This design comes from an exercise in tuning for small area and a short achievable clock period on the open sky130 flow, not from production work. The RTL was checked by simulation tests, not by an equivalence proof against the original design. Power and IR drop assume default switching activity.

## flow/design.v

```verilog
module calc_op_master #(
  parameter int WIDTH   = 32,
  parameter int TIMEOUT = 64,
  parameter int CNT_W   = 16
) (
  input  logic             clk,
  input  logic             rst,
  input  logic             cmd_valid,
  output logic             cmd_ready,
  input  logic [1:0]       cmd_op,
  input  logic [WIDTH-1:0] cmd_a,
  input  logic [WIDTH-1:0] cmd_b,
  output logic [1:0]       calc_ctrl,
  output logic [WIDTH-1:0] calc_a,
  output logic [WIDTH-1:0] calc_b,
  output logic             calc_din_valid,
  input  logic             calc_stall_out,
  output logic             calc_stall_in,
  input  logic [WIDTH-1:0] calc_out,
  input  logic             calc_dout_valid,
  output logic             res_valid,
  input  logic             res_ready,
  output logic [WIDTH-1:0] res_data,
  output logic [1:0]       res_op,
  output logic             res_err,
  output logic             res_dz,
  output logic             res_timeout,
  output logic [CNT_W-1:0] op_cnt,
  output logic [CNT_W-1:0] err_cnt
);
  typedef enum logic [1:0] {IDLE, ISSUE, WAIT_RES, REPORT} state_t;
  localparam int            TW         = $clog2(TIMEOUT + 1);
  localparam logic [TW-1:0] TIMER_LAST = TW'(TIMEOUT - 1);
  localparam logic [CNT_W-1:0] CNT_MAX = '1;
  state_t           state_reg;
  logic [TW-1:0]    timer_reg;
  logic [WIDTH-1:0] expected_reg;
  logic [WIDTH-1:0] expected_next;
  logic             dz_reg;
  logic             dz_next;
  assign cmd_ready     = (state_reg == IDLE);
  assign calc_stall_in = (state_reg == WAIT_RES);
  always_comb begin
    expected_next = '0;
    dz_next       = 1'b0;
    case (cmd_op)
      2'd0: expected_next = cmd_a + cmd_b;
      2'd1: expected_next = cmd_a - cmd_b;
      2'd2: expected_next = cmd_a * cmd_b;
      default: begin
        if (cmd_b == '0) begin
          dz_next = 1'b1;
        end else begin
          expected_next = cmd_a / cmd_b;
        end
      end
    endcase
  end
  always_ff @(posedge clk) begin
    if (rst) begin
      state_reg      <= IDLE;
      timer_reg      <= '0;
      expected_reg   <= '0;
      dz_reg         <= 1'b0;
      calc_ctrl      <= '0;
      calc_a         <= '0;
      calc_b         <= '0;
      calc_din_valid <= 1'b0;
      res_valid      <= 1'b0;
      res_data       <= '0;
      res_op         <= '0;
      res_err        <= 1'b0;
      res_dz         <= 1'b0;
      res_timeout    <= 1'b0;
      op_cnt         <= '0;
      err_cnt        <= '0;
    end else begin
      case (state_reg)
        IDLE: begin
          if (cmd_valid) begin
            calc_ctrl      <= cmd_op;
            calc_a         <= cmd_a;
            calc_b         <= cmd_b;
            expected_reg   <= expected_next;
            dz_reg         <= dz_next;
            timer_reg      <= '0;
            calc_din_valid <= 1'b1;
            state_reg      <= ISSUE;
          end
        end
        ISSUE: begin
          if (calc_stall_out) begin
            calc_din_valid <= 1'b0;
            if (op_cnt != CNT_MAX) op_cnt <= op_cnt + 1'b1;
            timer_reg      <= '0;
            state_reg      <= WAIT_RES;
          end else if (timer_reg == TIMER_LAST) begin
            calc_din_valid <= 1'b0;
            res_data       <= '0;
            res_op         <= calc_ctrl;
            res_err        <= 1'b0;
            res_dz         <= dz_reg;
            res_timeout    <= 1'b1;
            res_valid      <= 1'b1;
            state_reg      <= REPORT;
          end else begin
            timer_reg <= timer_reg + 1'b1;
          end
        end
        WAIT_RES: begin
          if (calc_dout_valid) begin
            res_data    <= calc_out;
            res_op      <= calc_ctrl;
            res_err     <= (calc_out != expected_reg) && !dz_reg;
            res_dz      <= dz_reg;
            res_timeout <= 1'b0;
            res_valid   <= 1'b1;
            state_reg   <= REPORT;
          end else if (timer_reg == TIMER_LAST) begin
            res_data    <= '0;
            res_op      <= calc_ctrl;
            res_err     <= 1'b0;
            res_dz      <= dz_reg;
            res_timeout <= 1'b1;
            res_valid   <= 1'b1;
            state_reg   <= REPORT;
          end else begin
            timer_reg <= timer_reg + 1'b1;
          end
        end
        default: begin
          if (res_ready) begin
            res_valid <= 1'b0;
            if ((res_err || res_timeout) && (err_cnt != CNT_MAX)) err_cnt <= err_cnt + 1'b1;
            state_reg <= IDLE;
          end
        end
      endcase
    end
  end
endmodule
```

## flow/config.mk

```make
export PLATFORM = sky130hd
export DESIGN_NAME = calc_op_master
export DESIGN_NICKNAME = calc_op_master
export VERILOG_FILES = /design/flow/design.v
export SDC_FILE = /design/flow/constraint.sdc
export NUM_CORES = 4
export LEC_CHECK = 0
export CAP_MARGIN = 20
export CORE_MARGIN = 2
export CORE_UTILIZATION = 40
export SLEW_MARGIN = 20
```

## flow/constraint.sdc

```tcl
create_clock -name core_clock -period 100.0 [get_ports {clk}]
set_input_delay 20.0000 -clock core_clock [delete_from_list [all_inputs] [get_ports {clk}]]
set_output_delay 20.0000 -clock core_clock [all_outputs]
set_load 0.01 [all_outputs]
```

## flow/run.sh

```bash
#!/bin/bash
# synth_recipe.tcl (not shown) runs the flow's synth.tcl, then flattens the netlist and writes it again
# the make line also repeats each setting of config.mk as NAME=value (left out here)
make -C /OpenROAD-flow-scripts/flow DESIGN_CONFIG=/design/flow/config.mk WORK_HOME=/design/flow/orfs CLKGATE_MAP_FILE= SYNTH_SCRIPT=/design/flow/synth_recipe.tcl finish
```

==> impl_metrics.json <==
{
  "drive_above_1_share_pct": 8.291,
  "syn-num-nets": 8532,
  "grt_overflow": 0,
  "p_switching_mw": 1.443,
  "sw_frac_of_total_pct": 63.87,
  "p_per_area_nw_per_um2": 37.33,
  "drtIter0Drc": 6982,
  "cp.arrival_ps": 97240,
  "cts_tree": "built",
  "combPwrFrac_pct": 92.5,
  "areaGrowthSynthToFinish_pct": 12.17,
  "dpl.hpwl_mm": 214.5,
  "synth_area_sq_um": 53960,
  "grt_pass1_wl_mm": 387.0,
  "slew_headroom_pct": 17.40,
  "drtAntennaViolNets": 0,
  "synth_cells": 7324,
  "die-height_microns": 371.3,
  "yosysMostFrequentCell": "nand2_1",
  "tns_ps": 0,
  "ys_ff_latch": 179,
  "cp-start-kind": "input port",
  "critPathMaxFanout": 36,
  "clock_latency_ps": 460,
  "gr-usage-all-layers_pct": 38.35,
  "cp_slowest_cell": "o211ai_1",
  "rows": 134,
  "crit_path_frequent_cell": "ha_1",
  "cts_sinks": 179,
  "post-route-drc-count": 0,
  "post_drt_via_cell_ratio": 6.235,
  "io_pins": 243,
  "cts_made_buffers": 17,
  "finalSetupViolations": 0,
  "wl_per_cell_microns": 29.20,
  "yosysTopAreaCellShare_pct": 16.11,
  "postLayoutCoreUtil_pct": 45.30,
  "finalCritPeriodShare_pct": 96.93,
  "portBuffers": 242,
  "power.leakage_nw": 27.70,
  "status": "no timing/DRC/antenna violations",
  "power_mw": 2.260,
  "yosysTopAreaCell": "ha_1",
  "clock_path_buffers": 2,
  "synth.distinct_cells": 110,
  "critPathCaptureType": "register",
  "synthTopCellsByArea": "ha_1, fa_1, nand2_1",
  "skew_ps": 14.50,
  "ir_worst_vdd_mv": 0.1514,
  "clkPwrFrac_pct": 3.2,
  "timing.fmax_mhz": 10.32,
  "synthArstFlopShare_pct": 0,
  "grt_start_max_net_pins": 99,
  "tightest_slew_ps": 1236,
  "yosysSeqAreaShare_pct": 6.641,
  "core-area_sq_um": 133600,
  "synth_edf_count": 0,
  "post-place-ws_ps": -2394,
  "max_stage_delay_ps": 720,
  "seq_power_share_pct": 4.3,
  "slew_violations": 0,
  "cap_violations": 0,
  "clkTransAtPathRegs_ps": 80,
  "die_x_microns": 371.3,
  "yosys_warnings": 1,
  "fin_ws_ps": 3073,
  "die_area_sq_um": 137900,
  "hold_path.class": "reg -> reg",
  "antenna_found_initial": 13,
  "cts_hold_buf": 0,
  "power.internal_mw": 0.8165,
  "synth_common_cells": "nand2_1, ha_1, inv_1",
  "fillCellCount": 13590,
  "wl_mm": 272.2,
  "cp.required_ps": 100320,
  "dr_total_vias": 58120,
  "grt_pass1_vias": 55050,
  "final.min_clock_period_ps": 96930,
  "path_class": "in -> reg",
  "fin_nets": 8745,
  "gp_congestion": 1.095,
  "cts_max_level": 4,
  "firstDrtPassIters": 8,
  "cts-root-buf": "clkbuf_16",
  "start_util_pct": 40.38,
  "hold_viol": 0,
  "synth-main-ff-cell": "dfxtp_1",
  "avgSynthCellArea_sq_um": 7.368
}
-- path summary, 6_finish.rpt --
check	end	from	slack (ps)	depth (start not counted)
worst max-delay path	expected_reg[0]	cmd_b[20]	3070	292
worst min-delay path	timer_reg[6]	timer_reg[6]	430	2
worst max register to register	expected_reg[6]	state_reg[1]	96470	7
worst min register to register	timer_reg[6]	timer_reg[6]	430	2
-- metrics by stage --
step	instances	area [sq um]	hold WS [ps]
2_1_floorplan	7324	53960	410.4
3_3_place_gp	9274	59360	418.4
3_5_place_dp	9274	59390	420.8
4_1_cts	9311	60140	431.7
5_1_grt	9319	60530	454.5
6_report	9321	60530	430.7
-- cell usage in the layout (no fill, tap or decap), types with 228 or more instances in the layout --
cell type,Yosys,layout
o21ai_0,281,276
inv_1,662,651
a21oi_1,540,536
nand2_1,1041,1032
fa_1,409,409
nor2_1,635,628
xnor2_1,336,336
ha_1,695,695
buf_4,2,267
clkdlybuf4s50_1,0,228
-- cell families (layout without fill, tap and decap cells) --
kind of cell	count (synthesis)	after routing	synth area share [%]
AOI/OAI and AO/OA	1772	1772	21.74
xor gates and xnor gates	546	546	8.862
and+or+nand+nor	2636	2636	22.45
buffers and inverters	983	1209	6.907
other	0	3	0
adders and majority gates	1104	1104	31.29
muxes	104	104	2.117
DFF	179	179	6.641
-- worst max-delay path: cells and delay by family --
family	cells	cell delay (ps)
AO/OA/AOI/OAI	151	39900
adder cells (fa/ha/maj)	31	10110
buffers and inverters	23	5120
multiplexers	8	3220
AND/OR/NAND/NOR	79	18560
-- layout make-up --
class | instances | area [sq um] | share of cell area (%)
Clock inverter | 13 | 168.9 | 0.2791
Timing Repair Buffer | 513 | 4425 | 7.311
Tap cell | 1768 | 2212 | 3.655
Multi-Input combinational cell | 6162 | 47190 | 77.95
Clock buffer | 19 | 452.9 | 0.7483
Inverter | 664 | 2495 | 4.122
Sequential cell | 179 | 3583 | 5.920
Antenna cell | 3 | 7.507 | 0.01240
-- power by group through the flow --
stage          logic, mW  registers [mW]  clock network, mW
3_5_place_dp        1.96          0.0985                  0
3_3_place_gp        1.95          0.0981                  0
2_1_floorplan       1.17          0.0964                  0
6_report            2.09          0.0969             0.0725
5_1_grt             2.19          0.0977             0.0767
4_1_cts             1.97          0.0970             0.0739
-- repair_timing --
item | 4_1_cts | 5_1_grt
cloned | 0 | 0
pin swaps | 3 | 7
resized for setup | 18 | 76
setup buffers | 5 | 7
setup endpoints to repair | 2 | 3
-- per-layer routing --
metal / track usage, % / vias to the layer above / share of wire, %
met5: 0 / - / 0.034
met4: 17.56 / 14 / 5.5
met3: 9.712 / 673 / 12
met2: 56.19 / 3355 / 41
met1: 52.52 / 28250 / 42
li1: - / 25830 / -

==> re-timing with driven ports <==
No port has a modelled driver above. Below, the same layout with a new extraction and two added sets of constraints. Step 1 sets driving cells, clkbuf_16 on the clock port and buf_2 on the other inputs (assumed; they add their load-dependent delay and slew). Step 2, shift: input delay + t, output delay - t, t = (earliest + latest rising clock arrival at the registers) / 2. This alone moves slack from input paths to output paths. Three values: ideal, step 1, step 2; two values: the first two.
t, ns: 0.502
setup WS [ns]: 3.073 / 3.098 / 2.596
worst data-port slew with drivers (ns): 0.29
After both steps this run still meets setup and hold. For this run, drivers alone change the setup slack by +0.025 ns; drivers and shift together by -0.477 ns.
